This design comes from an exercise in tuning for small area, a short achievable clock period and few clock cycles per item on the open sky130 flow, not from production work.
Where RTL was checked, it was by simulation tests only, not by an equivalence proof against the original.
Power figures rest on the tool's default switching activity, not on a simulated workload.

run A:
Design tolerant_run_length_encoder_core, start of the top module:
module tolerant_run_length_encoder_core #(
    parameter int RUN_DEPTH = 16
) (
    input  logic                          i_clk,
    input  logic                          i_rst_n,
    input  logic                          i_s_tvalid,
    output logic                          o_s_tready,
    input  logic [47:0]                   i_s_tdata,
    output logic                          o_m_tvalid,
    input  logic                          i_m_tready,
    output logic [31:0]                   o_m_tdata,
    output logic                          o_m_tlast,
    input  logic                          i_cfg_we,
    input  logic [trle_pkg::CFG_AW-1:0]   i_cfg_addr,
    input  logic [trle_pkg::CFG_DW-1:0]   i_cfg_wdata
);
Size in the first run: ~120 I/O pins, ~0.049 mm^2 of cells after synthesis.
==> flow/config.mk <==
export PLATFORM = sky130hd
export DESIGN_NAME = tolerant_run_length_encoder_core
export DESIGN_NICKNAME = tolerant_run_length_encoder_core
export VERILOG_FILES = /design/flow/design.v
export SDC_FILE = /design/flow/constraint.sdc
export NUM_CORES = 4
export LEC_CHECK = 0
export CAP_MARGIN = 20
export CORE_MARGIN = 2
export CORE_UTILIZATION = 40
export SETUP_SLACK_MARGIN = 3.5
export SLEW_MARGIN = 20
export TNS_END_PERCENT = 5
==> flow/constraint.sdc <==
create_clock -name core_clock -period 7.0 [get_ports {i_clk}]
set_input_delay 1.4000 -clock core_clock [delete_from_list [all_inputs] [get_ports {i_clk}]]
set_output_delay 1.4000 -clock core_clock [all_outputs]
set_load 0.01 [all_outputs]
run.sh (not shown) runs the stock make flow with config.mk's settings and CLKGATE_MAP_FILE= SYNTH_SCRIPT=/design/flow/synth_recipe.tcl, a recipe that flattens the netlist after the stock synthesis.
Testbench counts of run A, summed over its fixed seeds: cycles 14,731, words 12,800.
The inputs of run B differ from those of run A as listed below.
- removing TNS_END_PERCENT (formerly 5)
- setting PLACE_DENSITY to 0.75 for the first time
==> comparison <==
Every run in the comparison, run B and run A, completed the flow with a clean layout. Going from run A to run B, initial detailed-routing violation count picked up an extra about 20%, global-route usage went up, met2 track demand over resource in global routing went up 1.3 points. Buffers plus inverters on the worst setup path: higher on run A. Compared with run A, in run B routed via count shows an increase of 1598, total power -0.33%. In run B the global-route wire length before repair turned out 2.2% higher than in run A. Sort run B and run A by routed wire length asc -> top: run A.
Inputs modified between run B and run C:
- setting CTS_CLUSTER_SIZE to 24 for the first time
- setting CTS_BUF_LIST to sky130_fd_sc_hd__clkbuf_8 for the first time
- removing PLACE_DENSITY (formerly 0.75)
Notes after the runs:
- Run B → run C: power share of the combinational group increased 1.0 points, count of multi-input combinational gates shows no meaningful change, latest clock arrival within the worst-skew pair increased by 0.17 ns relative to the old numbers.
- Overall power ends up higher on run B.
- Hold slack (run C over run B): decrease, 0.0031 ns
- Against run B, run C reports a maximum frequency that is higher.
[inputs] run D vs run C
- a deleted CTS_BUF_LIST that had been sky130_fd_sc_hd__clkbuf_8
- a change of CTS_CLUSTER_SIZE from 24 to 40
- an added CTS_CLUSTER_DIAMETER of 60
Summary of the comparison: total clock buffers created by CTS is lower in run D, relative to run C. Part of the power in combinational logic for run D: 0.6 points down relative to run C. Run D ended up with a lower layout clock buffer count than run C did. met3 wire length went down by a few percent going from run C to run D. Comparing run D and run C, first-iteration DRC count is lower on run D. Run D vs. run C: combinational gate power decreased about 0.6%; routed length on met1 decreased 0.68%; fraction of layout cells with a size suffix above 1 decreased 1.4 points; number of logic stages on the critical path including buffering increased 4; endpoint required time on the critical path increased 2.00 ns.
> inputs changed (run D -> run E)
- SETUP_SLACK_MARGIN changed from 3.5 to 3.0
- CTS_CLUSTER_SIZE removed (was 40)
- CTS_CLUSTER_DIAMETER removed (was 60)
## What came out
Looking at ratio of final minimum period to clock period, run E sits 4.6 points above run D. Of run D and run E, the lower hold slack belongs to run E. Lower overall power after layout was reported by run E, not run D. Wire length of the first global-routing pass in run E is about 3% lower than in run D. Run E ended up with met5 as its uppermost signal routing layer after detailed routing; run D ended up with met4. On first-iteration DRC count: between run D and run E, it ends up higher for run E.

## lane 1
Another version of the RTL of tolerant_run_length_encoder_core (not shown whole).
For scale: roughly 4,300 cells after synthesis, about 880 flip-flops, about 120 I/O pins, about 49,000 sq um of cells after synthesis.
make LEC_CHECK=0 CAP_MARGIN=20 CORE_MARGIN=2 CORE_UTILIZATION=40 SETUP_SLACK_MARGIN=3.5 SLEW_MARGIN=20 finish   # period 7.0 ns
Inputs modified between lane 1 and lane 2:
- clearing SETUP_SLACK_MARGIN, which used to be 3.5
==> comparison <==
Lane 2 against lane 1: combined global-route utilization of all metal layers down 0.75 points, wire length down about 6%, combined flip-flop and latch cell area flat, clock transition at the registers of the reported paths flat.
No functional check of the RTL was part of any run of this note.

job 101:
tolerant_run_length_encoder_core, a different RTL version from the one above (not shown whole).
Size: ~4,400 cells after synthesis, about 120 I/O pins, ~50,000 um^2 of cells after synthesis.
make LEC_CHECK=0 CAP_MARGIN=20 CORE_MARGIN=2 CORE_UTILIZATION=40 SETUP_SLACK_MARGIN=4.5 SLEW_MARGIN=20 finish   # period 7.0 ns
Testbench counts of job 101, summed over its fixed seeds: cycles 14,731, words 12,800.
Edits applied to the flow inputs when going from job 101 to job 102:
Settings: SETUP_SLACK_MARGIN changed from 4.5 to 3.5.
### Flow results
Between job 101 and job 102, final worst-path cycle share decreased. From job 102 to job 101, number of top-level design ports did not move at all. Comparing the two runs side by side, job 102 comes out ahead of job 101 on clock skew. Between job 102 and job 101, the maximum vdd ir drop is lower for job 102. Compared with job 101, job 102 improves final instance area. Job 102 finished every stage and its layout cleared the timing, design-rule and antenna checks. Compared to job 101, job 102 has total global-route track usage 3.4 points lower. Cmp job 102 vs job 101: wire length of the first global-routing pass lower in job 102.
Changes in job 103 relative to job 102:
Settings: CORE_UTILIZATION: 40 -> 65.
Findings:
Measured against each other, job 103 and job 102 differ in worst setup slack after layout, the higher figure coming from job 102. Going from job 102 to job 103, layout-stage area growth over the synthesis result shows no meaningful change, met2 global-route usage +26 points, time the worst path needs with I/O delays and setup went up.

== job 2806 ==
tolerant_run_length_encoder_core with an RTL version that a note above also has.
Size: about 120 I/O pins, ~49000 µm² of cells after synthesis.
clock: 7.0 ns
lec_check: 0
cap_margin: 20
core_margin: 2
core_utilization: 40
setup_slack_margin: 3.75
slew_margin: 20
Testbench counts of job 2806, summed over its fixed seeds: cycles 14,731, words 12,800.
Changes in job 1170 relative to job 2806:
- a change of SETUP_SLACK_MARGIN from 3.75 to 3.5
Notes after the runs:
- Detailed route wirelength on metal2 down 3.7 mm in job 1170 wrt job 2806
- The classification of the worst setup path comes out flop to flop in one run and input port to flop in the other, namely in job 2806 and job 1170 respectively.
- Job 1170: clock-buffer cell count is about 7% higher than what job 2806 reported.
- Taking job 2806 as the reference, in job 1170 total standard cell area after synthesis about even, post-layout net count -128, total I/O pin count held steady.
- Fraction of area in non-clock buffers: job 1170 lower than job 2806
- Diff job 2806 -> job 1170: utilization lower, worst endpoint required time went up 40 ps.

-- static timing again, ports no longer ideal --
The flow's constraints put no driver on any port. The routed layouts listed below were extracted and timed again, unchanged, in two steps.
Step 1: set_driving_cell puts a clkbuf_16 on i_clk and a buf_2 on each other input, an assumption about the parent block.
Step 2 moves the port delays by t, midway between the first and last clock arrival at a register: inputs arrive t later, outputs are due t later. That takes back most of the time a late clock gives input paths.
a / b / c = ideal / step 1 / step 2; a / b = the first two.
| run | t (ns) | setup WS [ns] | hold slack, ns | worst setup path at the end |
|---|---|---|---|---|
| run A | 0.770 | 3.320 / 3.320 / 2.844 | 0.448 / 0.448 / 0.448 | input to register |
| run B | 0.770 | 3.359 / 3.359 / 2.877 | 0.454 / 0.454 / 0.454 | input to register |
| run C | 0.925 | 3.404 / 3.334 / 2.651 | 0.451 / 0.451 / 0.451 | input to register |
| run D | 0.747 | 3.396 / 3.396 / 2.747 | 0.450 / 0.450 / 0.450 | input to register |
| run E | 0.749 | 3.073 / 3.073 / 2.858 | 0.447 / 0.447 / 0.447 | input to register |
| lane 1 | 0.764 | 2.317 / 2.317 / 2.317 | 0.458 / 0.458 / 0.458 | register to register |
| lane 2 | 0.758 | 1.028 / 1.028 / 1.028 | 0.449 / 0.449 / 0.449 | register to register |
| job 101 | 0.764 | 3.272 / 3.272 / 3.272 | 0.457 / 0.457 / 0.457 | register to register |
| job 102 | 0.773 | 3.291 / 3.291 / 2.919 | 0.453 / 0.453 / 0.453 | input to register |
| job 103 | 0.738 | 3.273 / 3.273 / 2.981 | 0.453 / 0.453 / 0.453 | input to register |
| job 2806 | 0.780 | 3.336 / 3.336 / 2.843 | 0.457 / 0.457 / 0.457 | input to register |
| job 1170 | 0.766 | 3.353 / 3.403 / 2.639 | 0.450 / 0.450 / 0.450 | input to register |
After both steps setup and hold are still met in every run listed. For run C, which loses most, drivers alone change the setup slack by -0.070 ns; drivers and shift together by -0.753 ns.
